Source: an optimization exercise on an open RTL-to-GDS flow (aim: small area and a short achievable clock period). Production flows keep margins and buffers that such runs may drop. In this exercise RTL edits were held to simulation tests only and were not proved equivalent to the original. Power is estimated from default activity; no workload was simulated. No driver is modelled on the clock port, so clocking that relies on it looks cheaper here than on a real chip.

== quartz ==
==> flow/design.v (excerpt) <==
module xy_frame_sequencer
#(
   parameter int          DEPTH   = 64,
   parameter int          DWELL   = 2,
   parameter logic [15:0] TIMEOUT = 16'd50000
) (
   input  logic       clk,
   input  logic       reset,
   input  logic       enable,
   input  logic       step,
   input  logic       rx_valid,
   input  logic [7:0] rx_data,
   output logic [7:0] xdac,
   output logic [7:0] ydac,
   output logic       frame_start,
   output logic       loading,
   output logic       load_err
);
For scale: ~2900 cells after synthesis, ~2100 flip-flops, ~32 I/O pins, about 68000 um2 of cells after synthesis.
==> flow/config.mk <==
export PLATFORM = sky130hd
export DESIGN_NAME = xy_frame_sequencer
export DESIGN_NICKNAME = xy_frame_sequencer
export VERILOG_FILES = /design/flow/design.v
export SDC_FILE = /design/flow/constraint.sdc
export NUM_CORES = 4
export LEC_CHECK = 0
export CAP_MARGIN = 20
export CORE_MARGIN = 2
export CORE_UTILIZATION = 55
export SLEW_MARGIN = 20
export TNS_END_PERCENT = 20
==> flow/constraint.sdc <==
create_clock -name core_clock -period 9.0 [get_ports {clk}]
set_input_delay 1.8000 -clock core_clock [delete_from_list [all_inputs] [get_ports {clk}]]
set_output_delay 1.8000 -clock core_clock [all_outputs]
set_load 0.01 [all_outputs]
standard.sh (not shown) runs the stock make flow with config.mk's settings and CLKGATE_MAP_FILE= SYNTH_SCRIPT=/design/flow/synth_recipe.tcl, a recipe that flattens the netlist after the stock synthesis.
==> flow/flow/run.sh <==
#!/bin/bash
# Standard ORFS layout (the standard.sh) with these changes:
#  - synthesis is the standard synthesis script, except that ABC maps the
#    logic with an area-oriented script (flow/area.abc); registers are not
#    touched by ABC, so they come out as in the standard synthesis;
#  - footprint matching off, so timing repair may resize the port buffers;
#  - port buffers start as buf_2 rather than a delay cell;
#  - setup repair aims at a tighter slack margin;
#  - CTS without dummy loads and with larger sink clusters.
set -euo pipefail
here=$(pwd)
export MY_ABC_SCRIPT=$here/flow/area.abc
{
  head -n 1 synth_recipe.tcl
  cat <<'TCL'
proc abc {args} {
  set i [lsearch -exact $args -script]
  if {$i >= 0} { lset args [expr {$i + 1}] $::env(MY_ABC_SCRIPT) }
  yosys abc {*}$args
}
TCL
  tail -n +2 synth_recipe.tcl
} > area_synth.tcl
bash standard.sh \
  SYNTH_SCRIPT=$here/area_synth.tcl \
  MATCH_CELL_FOOTPRINT=0 \
  SETUP_SLACK_MARGIN=6 \
  "BUFFER_PORTS_ARGS=-buffer_cell sky130_fd_sc_hd__buf_2" \
  "CTS_ARGS=-sink_clustering_enable -repair_clock_nets -sink_clustering_size 30 -sink_clustering_max_diameter 80 -buf_list sky130_fd_sc_hd__clkbuf_16 -dont_use_dummy_load" \
  finish > make_finish.log 2>&1
==> flow/flow/area.abc <==
strash
dch -f
amap
topo
Setup changes, quartz to yarrow
- clearing TNS_END_PERCENT, which used to be 20
-- flow/flow/run.sh --
<<< quartz, line 27
  SETUP_SLACK_MARGIN=6 \
  "BUFFER_PORTS_ARGS=-buffer_cell sky130_fd_sc_hd__buf_2" \
  "CTS_ARGS=-sink_clustering_enable -repair_clock_nets -sink_clustering_size 30 -sink_clustering_max_diameter 80 -buf_list sky130_fd_sc_hd__clkbuf_16 -dont_use_dummy_load" \
  finish > make_finish.log 2>&1
>>> yarrow, line 27
  SETUP_SLACK_MARGIN=6 \
  "BUFFER_PORTS_ARGS=-buffer_cell sky130_fd_sc_hd__buf_2" \
  "CTS_ARGS=-sink_clustering_enable -repair_clock_nets -sink_clustering_size 30 -sink_clustering_max_diameter 55 -buf_list sky130_fd_sc_hd__clkbuf_16 -dont_use_dummy_load" \
  finish > make_finish.log 2>&1
==> run notes <==
- In the tables for quartz and yarrow, final area reads lower with quartz.
- yarrow vs quartz — number of combinational gates with multiple inputs climbed slightly
- Endpoint of the worst setup timing path = ydac[1]: yarrow; endpoint of the worst setup timing path = ydac[6]: quartz
- The power in the clock group in quartz is 0.78 times that in yarrow.
- Compared with quartz, in yarrow number of cells on the worst reg-to-reg path shows an increase of 2; area enclosed by the die boundary shows no meaningful change; wire length on met1 shows an increase of about 1.2%.
Setup changes, yarrow to ember
-- flow/flow/run.sh --
<<< yarrow, line 25
  SYNTH_SCRIPT=$here/area_synth.tcl \
  MATCH_CELL_FOOTPRINT=0 \
  SETUP_SLACK_MARGIN=6 \
  "BUFFER_PORTS_ARGS=-buffer_cell sky130_fd_sc_hd__buf_2" \
  "CTS_ARGS=-sink_clustering_enable -repair_clock_nets -sink_clustering_size 30 -sink_clustering_max_diameter 55 -buf_list sky130_fd_sc_hd__clkbuf_16 -dont_use_dummy_load" \
  finish > make_finish.log 2>&1
>>> ember, line 25
  SYNTH_SCRIPT=$here/area_synth.tcl \
  MATCH_CELL_FOOTPRINT=0 \
  SETUP_SLACK_MARGIN=5.8 \
  "BUFFER_PORTS_ARGS=-buffer_cell sky130_fd_sc_hd__buf_2" \
  "CTS_ARGS=-sink_clustering_enable -repair_clock_nets -sink_clustering_size 30 -sink_clustering_max_diameter 80 -buf_list sky130_fd_sc_hd__clkbuf_16 -dont_use_dummy_load" \
  finish > make_finish.log 2>&1
Register-to-register slack delta (ember − yarrow): unfavourable
Relative to yarrow, total length of routed met2 wires has gone down in ember.
Critical path depth up 14 in ember wrt yarrow
On proportion of cell area occupied by multi-input gates, ember and yarrow are basically level.
Of ember and yarrow, the run reporting the higher sequential share of power was ember.
Net switching power was lower in ember than in yarrow.
In ember, hold slack is lower than in yarrow.
The inputs of juniper differ from those of ember as listed below.
-- flow/flow/run.sh --
<<< ember, line 25
  SYNTH_SCRIPT=$here/area_synth.tcl \
  MATCH_CELL_FOOTPRINT=0 \
  SETUP_SLACK_MARGIN=5.8 \
  "BUFFER_PORTS_ARGS=-buffer_cell sky130_fd_sc_hd__buf_2" \
  "CTS_ARGS=-sink_clustering_enable -repair_clock_nets -sink_clustering_size 30 -sink_clustering_max_diameter 80 -buf_list sky130_fd_sc_hd__clkbuf_16 -dont_use_dummy_load" \
>>> juniper, line 25
  SYNTH_SCRIPT=$here/area_synth.tcl \
  MATCH_CELL_FOOTPRINT=0 \
  SETUP_SLACK_MARGIN=6 \
  "BUFFER_PORTS_ARGS=-buffer_cell sky130_fd_sc_hd__buf_2" \
  "CTS_ARGS=-sink_clustering_enable -repair_clock_nets -sink_clustering_size 30 -sink_clustering_max_diameter 80 -buf_list sky130_fd_sc_hd__clkbuf_16 -dont_use_dummy_load" \
### Flow results
Count of buffers from port buffering: ember vs juniper identical
ember has a lower maximum achievable frequency than juniper.
Comparing juniper and ember, fraction of area in multi-input gates is lower on ember.
Comparing juniper and ember, the lower peak per-stage delay on the critical path is on ember.
Power delta (juniper -> ember): insignificant
Delta (juniper minus ember): buffer and inverter count on the worst path decreased 5; relative area of non-clock buffer cells in the final design increased 0.77 points; effective utilization at floorplan essentially unchanged.

* * *

job 5977:
Starting RTL as in the previous note.
==> flow/config.mk <==
export PLATFORM = sky130hd
export DESIGN_NAME = xy_frame_sequencer
export DESIGN_NICKNAME = xy_frame_sequencer
export VERILOG_FILES = /design/flow/design.v
export SDC_FILE = /design/flow/constraint.sdc
export NUM_CORES = 4
export LEC_CHECK = 0
export CAP_MARGIN = 0
export CORE_MARGIN = 2
export CORE_UTILIZATION = 55
export SLEW_MARGIN = 0
==> flow/constraint.sdc <==
create_clock -name core_clock -period 9.0 [get_ports {clk}]
set_input_delay 1.8000 -clock core_clock [delete_from_list [all_inputs] [get_ports {clk}]]
set_output_delay 1.8000 -clock core_clock [all_outputs]
set_load 0.01 [all_outputs]
==> flow/flow/run.sh <==
#!/bin/bash
# Standard ORFS layout (the standard.sh) with these changes:
#  - synthesis is the standard synthesis script, except that ABC maps the
#    logic with an area-oriented script (flow/area.abc); registers are not
#    touched by ABC, so they come out as in the standard synthesis;
#  - footprint matching off, so timing repair may resize the port buffers;
#  - port buffers start as buf_2 rather than a delay cell;
#  - setup repair aims at a tighter slack margin;
#  - CTS without dummy loads and with larger sink clusters.
set -euo pipefail
here=$(pwd)
export MY_ABC_SCRIPT=$here/flow/area.abc
{
  head -n 1 synth_recipe.tcl
  cat <<'TCL'
proc abc {args} {
  set i [lsearch -exact $args -script]
  if {$i >= 0} { lset args [expr {$i + 1}] $::env(MY_ABC_SCRIPT) }
  yosys abc {*}$args
}
TCL
  tail -n +2 synth_recipe.tcl
} > area_synth.tcl
bash standard.sh \
  SYNTH_SCRIPT=$here/area_synth.tcl \
  MATCH_CELL_FOOTPRINT=0 \
  SETUP_SLACK_MARGIN=6 \
  "BUFFER_PORTS_ARGS=-buffer_cell sky130_fd_sc_hd__buf_2" \
  "CTS_ARGS=-sink_clustering_enable -repair_clock_nets -sink_clustering_size 30 -sink_clustering_max_diameter 80 -buf_list sky130_fd_sc_hd__clkbuf_16 -dont_use_dummy_load" \
  finish > make_finish.log 2>&1
Scripts as last shown in full above: flow/flow/area.abc
Here is what was changed in the inputs of job 6175 compared with job 5977.
Settings: CAP_MARGIN now 20, was 0; CORE_UTILIZATION now 48, was 55; SLEW_MARGIN now 20, was 0.
==> run notes <==
Number of clock buffers in the layout (job 6175 vs. job 5977) increases by a little under 10%. In the flow results for job 6175 and job 5977, the minimum clock period after layout is smaller on job 5977. Relative to job 5977, the wire length measured on job 6175 has increased by a few percent. Setup WNS job 5977 -> job 6175: worse. Higher buffers inserted during post-CTS setup optimization among job 6175 and job 5977: job 6175.
The inputs of job 633 differ from those of job 6175 as listed below.
Settings: an added PLACE_DENSITY of 0.76; a change of CORE_UTILIZATION from 48 to 68.
Notes after the runs:
Re global-route usage: job 633 and job 6175 aren't equal, and the higher value belongs to job 633. Of the two candidates, job 6175 has the better minimum setup slack in the final design and job 633 the worse one. Job 633 ended with more post-layout minimum cycle time than job 6175. Job 6175 -> job 633: final HPWL from detailed placement decreased slightly. Job 633 reports a lower die height than job 6175 does.
Input changes introduced in job 388 (baseline for comparison: job 633):
Settings: swapping 68 for 55 in CORE_UTILIZATION; clearing PLACE_DENSITY, which used to be 0.76.
-- flow/flow/run.sh --
<<< job 633, line 29
  "CTS_ARGS=-sink_clustering_enable -repair_clock_nets -sink_clustering_size 30 -sink_clustering_max_diameter 80 -buf_list sky130_fd_sc_hd__clkbuf_16 -dont_use_dummy_load" \
>>> job 388, line 29
  "CTS_ARGS=-sink_clustering_enable -repair_clock_nets -sink_clustering_size 36 -sink_clustering_max_diameter 70 -buf_list sky130_fd_sc_hd__clkbuf_16 -dont_use_dummy_load" \
[summary]
- Job 388 reached the end of the flow, and the finished layout is clean on the timing, DRC and antenna checks.
- Area of all placed cells without fillers in job 388 is 1.3% higher than in job 633
- Compared with job 633, in job 388 worst hold slack after final layout decreased by 0.025 ns relative to the old numbers, height of the chip increased by about 11% relative to the old numbers, post-route core utilization decreased by 13 points relative to the old numbers, global-route usage decreased by 4.9 points relative to the old numbers.
#### Input delta (job 4126 over job 388)
Settings: swapping 55 for 62 in CORE_UTILIZATION; putting PLACE_DENSITY at 0.7 where nothing was set.
-- flow/flow/run.sh --
<<< job 388, line 29
  "CTS_ARGS=-sink_clustering_enable -repair_clock_nets -sink_clustering_size 36 -sink_clustering_max_diameter 70 -buf_list sky130_fd_sc_hd__clkbuf_16 -dont_use_dummy_load" \
>>> job 4126, line 29
  "CTS_ARGS=-sink_clustering_enable -repair_clock_nets -sink_clustering_size 30 -sink_clustering_max_diameter 80 -buf_list sky130_fd_sc_hd__clkbuf_16 -dont_use_dummy_load" \
==> run notes <==
- Higher starting utilization of the core area among job 4126 and job 388: job 4126
- Per the comparison of job 4126 with job 388, overall power went down about 4%; share of the clock period used by the worst path after layout shows no meaningful change; actual slew at the worst max-slew pin went down 0.21 ns; count of buffers not belonging to the clock network in the layout shows an increase of 12%; number of cells on the critical path shows an increase of 4.
- Of job 4126 and job 388, it is job 4126 that has the higher post-cts resize count.
- A endpoint of the most critical setup path of inc_q[0][2]$_DFFE_PP_ is what job 4126 shows, while ydac[7] belongs to job 388.

==> port drivers added, routing unchanged <==
The flow's constraints put no driver on any port. The routed layouts listed below were extracted and timed again, unchanged, in two steps. Step 1 assumes that a clkbuf_16 drives the clock port and a buf_2 every other input. Step 2 adds t to the input delays and takes it off the output delays; t is the mean of the earliest and latest rising clock arrival at the registers after step 1. Input paths then give back, and output paths get back, about the clock's delay inside the block. Three values: no drivers, after step 1, after step 2; two values: the first two.
run | shift t [ns] | slack for setup (ns) | worst hold slack (ns) | pins driven straight from the clock port
quartz | 0.739 | 5.840 / 5.769 / 5.206 | 0.395 / 0.395 / 0.395 | 1
yarrow | 0.823 | 5.909 / 5.839 / 5.244 | 0.374 / 0.374 / 0.374 | 1
ember | 0.737 | 5.876 / 5.822 / 5.212 | 0.363 / 0.363 / 0.363 | 1
juniper | 0.736 | 5.997 / 5.928 / 5.317 | 0.361 / 0.361 / 0.361 | 1
job 5977 | 0.737 | 5.997 / 5.928 / 5.304 | 0.359 / 0.359 / 0.359 | 1
job 6175 | 0.764 | 5.974 / 5.904 / 5.272 | 0.352 / 0.352 / 0.352 | 1
job 633 | 0.729 | 5.938 / 5.889 / 5.360 | 0.387 / 0.387 / 0.387 | 1
job 388 | 0.759 | 5.980 / 5.907 / 5.301 | 0.362 / 0.362 / 0.362 | 1
job 4126 | 0.747 | 5.984 / 5.919 / 5.223 | 0.402 / 0.402 / 0.402 | 1
After both steps every run listed still meets setup and hold. For job 4126, which loses most, drivers alone change the setup slack by -0.065 ns; drivers and shift together by -0.761 ns.
